This design comes from an exercise in tuning for small area and a short achievable clock period on the open sky130 flow, not from production work.
The RTL of this run was laid out without a check of its function.
Power is estimated from default activity; no workload was simulated.

<file path="flow/run.sh">
#!/bin/bash
# Standard ORFS layout (the standard.sh, unchanged synthesis), except that the port
# buffers are sky130_fd_sc_hd__buf_2 instead of the delay-cell buffer buffer_ports picks
# by default. Every make/OpenROAD/Yosys log stays under orfs/logs; make's own output goes
# to flow_make.log in this folder.
set -euo pipefail
bash standard.sh "BUFFER_PORTS_ARGS=-buffer_cell sky130_fd_sc_hd__buf_2" finish > flow_make.log 2>&1
</file>
<file path="standard.sh">
#!/bin/bash
# synth_recipe.tcl (not shown) runs the flow's synth.tcl, then flattens the netlist and writes it again
# the make line also repeats each setting of config.mk as NAME=value (left out here)
make -C /OpenROAD-flow-scripts/flow DESIGN_CONFIG=/design/flow/config.mk WORK_HOME=/design/flow/orfs CLKGATE_MAP_FILE= SYNTH_SCRIPT=/design/flow/synth_recipe.tcl "${@:-finish}"
</file>
<file path="config.mk">
export PLATFORM = sky130hd
export DESIGN_NAME = chunk_fifo
export DESIGN_NICKNAME = chunk_fifo
export VERILOG_FILES = /design/flow/design.v
export SDC_FILE = /design/flow/constraint.sdc
export NUM_CORES = 4
export LEC_CHECK = 0
export CAP_MARGIN = 20
export CORE_MARGIN = 2
export CORE_UTILIZATION = 60
export SETUP_SLACK_MARGIN = 2.0
export SLEW_MARGIN = 20
export SYNTH_HIERARCHICAL = 1
export SYNTH_MINIMUM_KEEP_SIZE = 0
</file>
<file path="constraint.sdc">
create_clock -name core_clock -period 4.2 [get_ports {clk}]
set_input_delay 0.8400 -clock core_clock [delete_from_list [all_inputs] [get_ports {clk}]]
set_output_delay 0.8400 -clock core_clock [all_outputs]
set_load 0.01 [all_outputs]
</file>
<file path="design.v">
module chunk_fifo #(
   parameter int DEPTH = 8,
   parameter int DW    = 256
) (
   input  logic          clk,
   input  logic          reset,
   input  logic          bus_val,
   input  logic          bus_sop,
   input  logic          bus_eop,
   input  logic [5:0]    bus_vbc,
   input  logic [DW-1:0] bus_data,
   output logic          bus_ready,
   output logic          bus_o_val,
   output logic          bus_o_sop,
   output logic          bus_o_eop,
   output logic [5:0]    bus_o_vbc,
   output logic [DW-1:0] bus_o_data,
   input  logic          bus_o_ready,
   output logic          idle,
   output logic          err,
   output logic [15:0]   pkt_cnt
);
   localparam int MD = DEPTH - 1;           
   localparam int EW = DW + 8;
   localparam logic S_IDLE   = 1'b0;
   localparam logic S_IN_PKT = 1'b1;
   logic [MD-1:0][EW-1:0] mem_q;
   logic [EW-1:0]         head_q, head_d, wr_entry;
   logic [MD-1:0]         wr_oh_q, wr_oh_d;     
   logic [MD-1:0]         rd_oh_q, rd_oh_d;     
   logic [MD-1:0]         mem_we_q, mem_we_d;   
   logic [MD-1:0]         mcnt_q, mcnt_d;       
   logic                  valid_q, valid_d;     
   logic                  ready_q, ready_d;
   logic                  idle_q, idle_d;
   logic                  state_q, state_d;
   logic                  err_q, err_d;
   logic [15:0]           pkt_cnt_q, pkt_cnt_d;
   logic accept, good_vbc, bad_frame, push, pop, to_head, to_mem, refill;
   assign bus_ready  = ready_q;
   assign bus_o_val  = valid_q;
   assign bus_o_sop  = head_q[DW+7];
   assign bus_o_eop  = head_q[DW+6];
   assign bus_o_vbc  = head_q[DW+5:DW];
   assign bus_o_data = head_q[DW-1:0];
   assign idle       = idle_q;
   assign err        = err_q;
   assign pkt_cnt    = pkt_cnt_q;
   assign wr_entry = {bus_sop, bus_eop, bus_vbc, bus_data};
   logic          rdy_pop;                  
   logic [MD-1:0] we_if_mem, we_if_not;     
   logic [MD-1:0] cnt_if_mem, cnt_if_not;
   logic          rdy_if_mem, rdy_if_not;
   always_comb begin
      accept    = bus_val & ready_q;
      good_vbc  = (bus_vbc == 6'd32) | (bus_eop & ~bus_vbc[5] & (bus_vbc[4:0] != 5'd0));
      bad_frame = (state_q == S_IDLE) ? ~bus_sop : bus_sop;
      push      = accept & good_vbc & ~bad_frame;
      pop       = valid_q & bus_o_ready;
      rdy_pop   = bus_o_ready & mcnt_q[0];
      refill    = rdy_pop;
      to_head   = push & (~valid_q | (bus_o_ready & ~mcnt_q[0]));
      to_mem    = push & valid_q & (~bus_o_ready | mcnt_q[0]);
   end
   always_comb begin
      state_d = state_q;
      err_d   = 1'b0;
      if (accept) begin
         if (~good_vbc | bad_frame) begin
            state_d = S_IDLE;
            err_d   = 1'b1;
         end else begin
            state_d = bus_eop ? S_IDLE : S_IN_PKT;
         end
      end
   end
   always_comb begin
      cnt_if_mem = rdy_pop ? mcnt_q : {mcnt_q[MD-2:0], 1'b1};
      cnt_if_not = rdy_pop ? {1'b0, mcnt_q[MD-1:1]} : mcnt_q;
      we_if_mem  = {wr_oh_q[MD-2:0], wr_oh_q[MD-1]} & {MD{~cnt_if_mem[MD-1]}};
      we_if_not  = wr_oh_q & {MD{~cnt_if_not[MD-1]}};
      rdy_if_mem = ~cnt_if_mem[MD-1];
      rdy_if_not = ~(valid_q & cnt_if_not[MD-1]);
      wr_oh_d   = to_mem ? {wr_oh_q[MD-2:0], wr_oh_q[MD-1]} : wr_oh_q;
      rd_oh_d   = refill ? {rd_oh_q[MD-2:0], rd_oh_q[MD-1]} : rd_oh_q;
      mcnt_d    = to_mem ? cnt_if_mem : cnt_if_not;
      mem_we_d  = to_mem ? we_if_mem : we_if_not;
      ready_d   = to_mem ? rdy_if_mem : rdy_if_not;
      valid_d   = valid_q ? (~bus_o_ready | mcnt_q[0] | push) : push;
      idle_d    = ~valid_d & (state_d == S_IDLE);
      pkt_cnt_d = pkt_cnt_q;
      if (pop && head_q[DW+6] && (pkt_cnt_q != 16'hFFFF)) begin
         pkt_cnt_d = pkt_cnt_q + 16'd1;
      end
   end
   localparam int NS = 12;
   localparam int SW = (EW + NS - 1) / NS;
   for (genvar s = 0; s < NS; s++) begin : g_head
      localparam int LO = s * SW;
      localparam int W  = (LO + SW <= EW) ? SW : EW - LO;
      logic [MD*W-1:0] mem_s;
      for (genvar i = 0; i < MD; i++) begin : g_m
         assign mem_s[i*W +: W] = mem_q[i][LO +: W];
      end
      chunk_fifo_head_slice #(.W(W), .MD(MD)) u_slice (
         .reset       (reset),
         .bus_val     (bus_val),
         .bus_sop     (bus_sop),
         .bus_eop     (bus_eop),
         .bus_vbc     (bus_vbc),
         .bus_o_ready (bus_o_ready),
         .ready_q     (ready_q),
         .state_q     (state_q),
         .valid_q     (valid_q),
         .mem_ne_q    (mcnt_q[0]),
         .rd_oh_q     (rd_oh_q),
         .head_q      (head_q[LO +: W]),
         .mem_q       (mem_s),
         .wr_data     (wr_entry[LO +: W]),
         .head_d      (head_d[LO +: W])
      );
   end
   always_ff @(posedge clk) begin
      if (reset) begin
         wr_oh_q   <= MD'(1);
         rd_oh_q   <= MD'(1);
         mem_we_q  <= MD'(1);
         mcnt_q    <= '0;
         valid_q   <= 1'b0;
         ready_q   <= 1'b1;
         idle_q    <= 1'b1;
         state_q   <= S_IDLE;
         err_q     <= 1'b0;
         pkt_cnt_q <= '0;
      end else begin
         wr_oh_q   <= wr_oh_d;
         rd_oh_q   <= rd_oh_d;
         mem_we_q  <= mem_we_d;
         mcnt_q    <= mcnt_d;
         valid_q   <= valid_d;
         ready_q   <= ready_d;
         idle_q    <= idle_d;
         state_q   <= state_d;
         err_q     <= err_d;
         pkt_cnt_q <= pkt_cnt_d;
      end
   end
   always_ff @(posedge clk) begin
      head_q <= head_d;
   end
   always_ff @(posedge clk) begin
      for (int i = 0; i < MD; i++) begin
         if (mem_we_q[i]) mem_q[i] <= wr_entry;
      end
   end
endmodule
module chunk_fifo_head_slice #(
   parameter int W  = 22,
   parameter int MD = 7
) (
   input  logic                 reset,
   input  logic                 bus_val,
   input  logic                 bus_sop,
   input  logic                 bus_eop,
   input  logic [5:0]           bus_vbc,
   input  logic                 bus_o_ready,
   input  logic                 ready_q,
   input  logic                 state_q,
   input  logic                 valid_q,
   input  logic                 mem_ne_q,
   input  logic [MD-1:0]        rd_oh_q,
   input  logic [W-1:0]         head_q,
   input  logic [MD*W-1:0]      mem_q,
   input  logic [W-1:0]         wr_data,
   output logic [W-1:0]         head_d
);
   logic good_vbc, good_frame, push, to_head, sel_hold, sel_bus;
   logic [MD-1:0] sel_mem;
   always_comb begin
      good_vbc   = (bus_vbc == 6'd32) | (bus_eop & ~bus_vbc[5] & (bus_vbc[4:0] != 5'd0));
      good_frame = state_q ? ~bus_sop : bus_sop;
      push       = bus_val & ready_q & good_vbc & good_frame;
      to_head    = push & (~valid_q | (bus_o_ready & ~mem_ne_q));
      sel_hold   = ~reset & valid_q & ~bus_o_ready;
      sel_mem    = {MD{~reset & bus_o_ready & mem_ne_q}} & rd_oh_q;
      sel_bus    = ~reset & to_head;
      head_d     = {W{sel_hold}} & head_q;
      for (int i = 0; i < MD; i++) begin
         head_d = head_d | ({W{sel_mem[i]}} & mem_q[i*W +: W]);
      end
      head_d = head_d | ({W{sel_bus}} & wr_data);
   end
endmodule
</file>
==> results.txt <==
==> cell usage after synthesis, types with 13 or more instances <==
master    number
a221o_2      264
inv_1         19
a21oi_1       14
nand2_1       41
a22oi_1      529
nand3b_1      18
a31oi_1      265
nor2_1        30
nor2b_1       16
a222oi_1     264
clkbuf_1     227
buf_6         25
dfxtp_1      313
nand3_1       19
xor2_1        18
or4_4         13
edfxtp_1    1848
o21ai_0       18
==> logic make-up after synthesis <==
kind of cell,after synthesis,share of synthesized area (%)
DFF,2161,80.7
AOI/OAI and AO/OA,1405,15.7
buffers and inverters,272,1.58
xor gates and xnor gates,22,0.252
and+or+nand+nor,188,1.51
adders and majority gates,1,0.0163
muxes,14,0.199
==> registers in the layout, summed over array words and instances (netlist names) <==
name and cells:
idle_q 1, valid_q 1, head_q 264, wr_oh_q 7
rd_oh_q 7, err_q 1, mem_q 1848, mem_we_q 7
mcnt_q 7, pkt_cnt_q 16, ready_q 1, state_q 1
==> worst paths after layout <==
path                 startpoint     endpoint  slack (ps)
hold reg to reg       head_q[8]    head_q[8]         480
setup / recovery     bus_vbc[0]    mcnt_q[1]        1970
setup reg to reg        valid_q   head_q[39]        2020
hold / removal    bus_data[137]  mem_q[1721]         300
==> metrics by stage <==
step,area [sq um],utilization [%]
final,89500,70.4
after global routing,89500,70.4
after CTS,89100,70.2
after detailed placement,81800,64.4
after global placement,81800,64.4
after floorplan,76500,-
==> power groups by stage <==
stage | Combinational [mW] | Clock (mW) | Sequential (mW)
finish | 0.758 | 17.6 | 23.5
global route | 0.829 | 18.6 | 23.5
CTS | 0.751 | 17.8 | 23.5
detailed placement | 0.732 | 0 | 23.9
floorplan | 0.222 | 0 | 23.9
global placement | 0.705 | 0 | 23.9
==> worst max-delay path: stages <==
cell and delay, ps:
buf_4 200, or4_4 560, or4b_2 650, a2111oi_2 430, a2111oi_2 80, o311a_1 150
==> layer usage <==
layer  up-vias  global-route usage [%]
li1      19200                       -
met1     23100                    43.4
met2      2248                    48.0
met3       359                    7.58
met4        52                    9.42
met5         -                       0
==> area by class of cell <==
class                      count  area (sq um)
fill                        8095         37600
sequential                  2161         62000
clock inverter                80           534
tap                         1662          2080
timing repair buffer         706          5220
clock buffer                 303          5890
inverter                      19          71.3
multi-input combinational   1630         13600
antenna                       22          55.1
==> what timing repair did <==
action,in CTS,in global routing
cloned,0,1
endpoints found under the setup margin,436,245
gates resized for setup,273,52
hold buffers,0,0
pin swaps,0,2
setup buffers,21,6
endpoints found under the hold margin,0,0
==> flow_summary.toml <==
[timing]
slew_violations = 0
min_period_ps = 2230
slew_headroom_pct = 24.7
finalCritPeriodShare_pct = 53.1
final_hold_viol_count = 0
worst_slew_pin_slew_ps = 1130
rsz0062_at_grt = "yes"
skew_ps = 22.7
setup_slack_ps = 1970
setup_viol = 0
fin_hold_ws_ps = 297
setup_tns_ps = 0
max_clock_freq_ghz = 0.449

[synth]
syn_inst = 4063
synth_seq_cells = 2161
async_flop_share_pct = 0
synth_area_sq_mm = 0.0765
synth_nets = 4332
ys_types = 55
ys_seq_area_share_pct = 80.7
syn_area_per_cell_sq_um = 18.8
yosysTopAreaCell = "edfxtp_1"
yosysTopAreaCellShare_pct = 72.5
yosys_warnings = 8
synthFlopType = "edfxtp_1"
ys_top_cells_by_area = "edfxtp_1, dfxtp_1, a22oi_1"
synth-edff-count = 1848

[drt]
drt_iter0_markers = 5552
top_layer = "met5"
drt-met1-wl_um = 81400
dr.pass1.iters = 9
routed_wl_um = 204000
vias = 45000
avgRoutedWirePerCell_um = 31.0
drtAntennaViolNets = 0
wl_met2_um = 96500
wl_met3_um = 21100
post_drt_via_cell_ratio = 6.83
drc = 0

[clock_tree]
numCtsBuffers = 206
clk_pin_slew_ps = 60
htree_levels = 4
cts_tree = "built"
cts.path.max_buffers = 3
clkLatencyLatePin_ps = 810
root_buffer = "clkbuf_16"
clock-sinks = 2161

[floorplanning]
core_sq_mm = 0.127
die_area_sq_mm = 0.130
die_x_um = 361
die_h_um = 361
rows = 131
start_util_pct = 60.2
io_pins = 552

[worst_setup_path]
worstPathMaxFanout = 21
startpoint_type = "input port"
worst_ep_required_time_ps = 4900
worstSetupPathType = "in2reg"
end_kind = "register"
r2r_cells = 6
arrival_ps = 2920

[pwr]
peakVddDrop_v = 0.000447
power_mw = 41.8
leakage_nw = 29.4
clock_power_share_pct = 42.1
pwr-share-comb_pct = 1.8
netSwitchingFraction_pct = 19.4
power.internal_mw = 33.7
powerDensity_mw_per_mm2 = 467
power_frac_seq_pct = 56.1
p_sw_mw = 8.12

[placement]
place_congestion = 0.794
numPlacedInstances = 6149
dp_slack_ps = 1000
place_hpwl_um = 106000
port_buffers = 551

[grt]
overflow = 0
first_global_vias = 43900
grt_pass1_wl_um = 295000
grt_usage_pct = 30.8
grt_max_degree = 86
antenna_found_initial = 64

[flow_run]
max-cap-violations = 0

[hold_path]
min_delay_path_depth = 1
hold_class = "in2reg"

[layout]
drive_gt1_share_pct = 29.0
final_cells = 6583
final_common_cell = "edfxtp_1"
layout_common_cells = "edfxtp_1, a22oi_1, buf_2"
layout.nets = 4993
syn2layout_area_growth_pct = 16.9

[status]
outcome = "no timing/DRC/antenna violations"

## separate check: timing with driven ports
No port has a modelled driver above. Below, the same layout with a new extraction and two added sets of constraints.
Step 1 sets driving cells, clkbuf_16 on the clock port and buf_2 on the other inputs (assumed; they add their load-dependent delay and slew).
Step 2 adds t to the input delays and takes it off the output delays; t is the mean of the earliest and latest rising clock arrival at the registers after step 1. Input paths then give back, and output paths get back, about the clock's delay inside the block.
Three values: ideal, step 1, step 2; two values: the first two.
t, ns: 0.885
setup slack, ns: 1.971 / 1.920 / 1.087
worst register clock-pin slew, ns: 0.06 / 0.06
After both steps setup and hold are still met in this run. For this run, drivers alone change the setup slack by -0.051 ns; drivers and shift together by -0.884 ns.
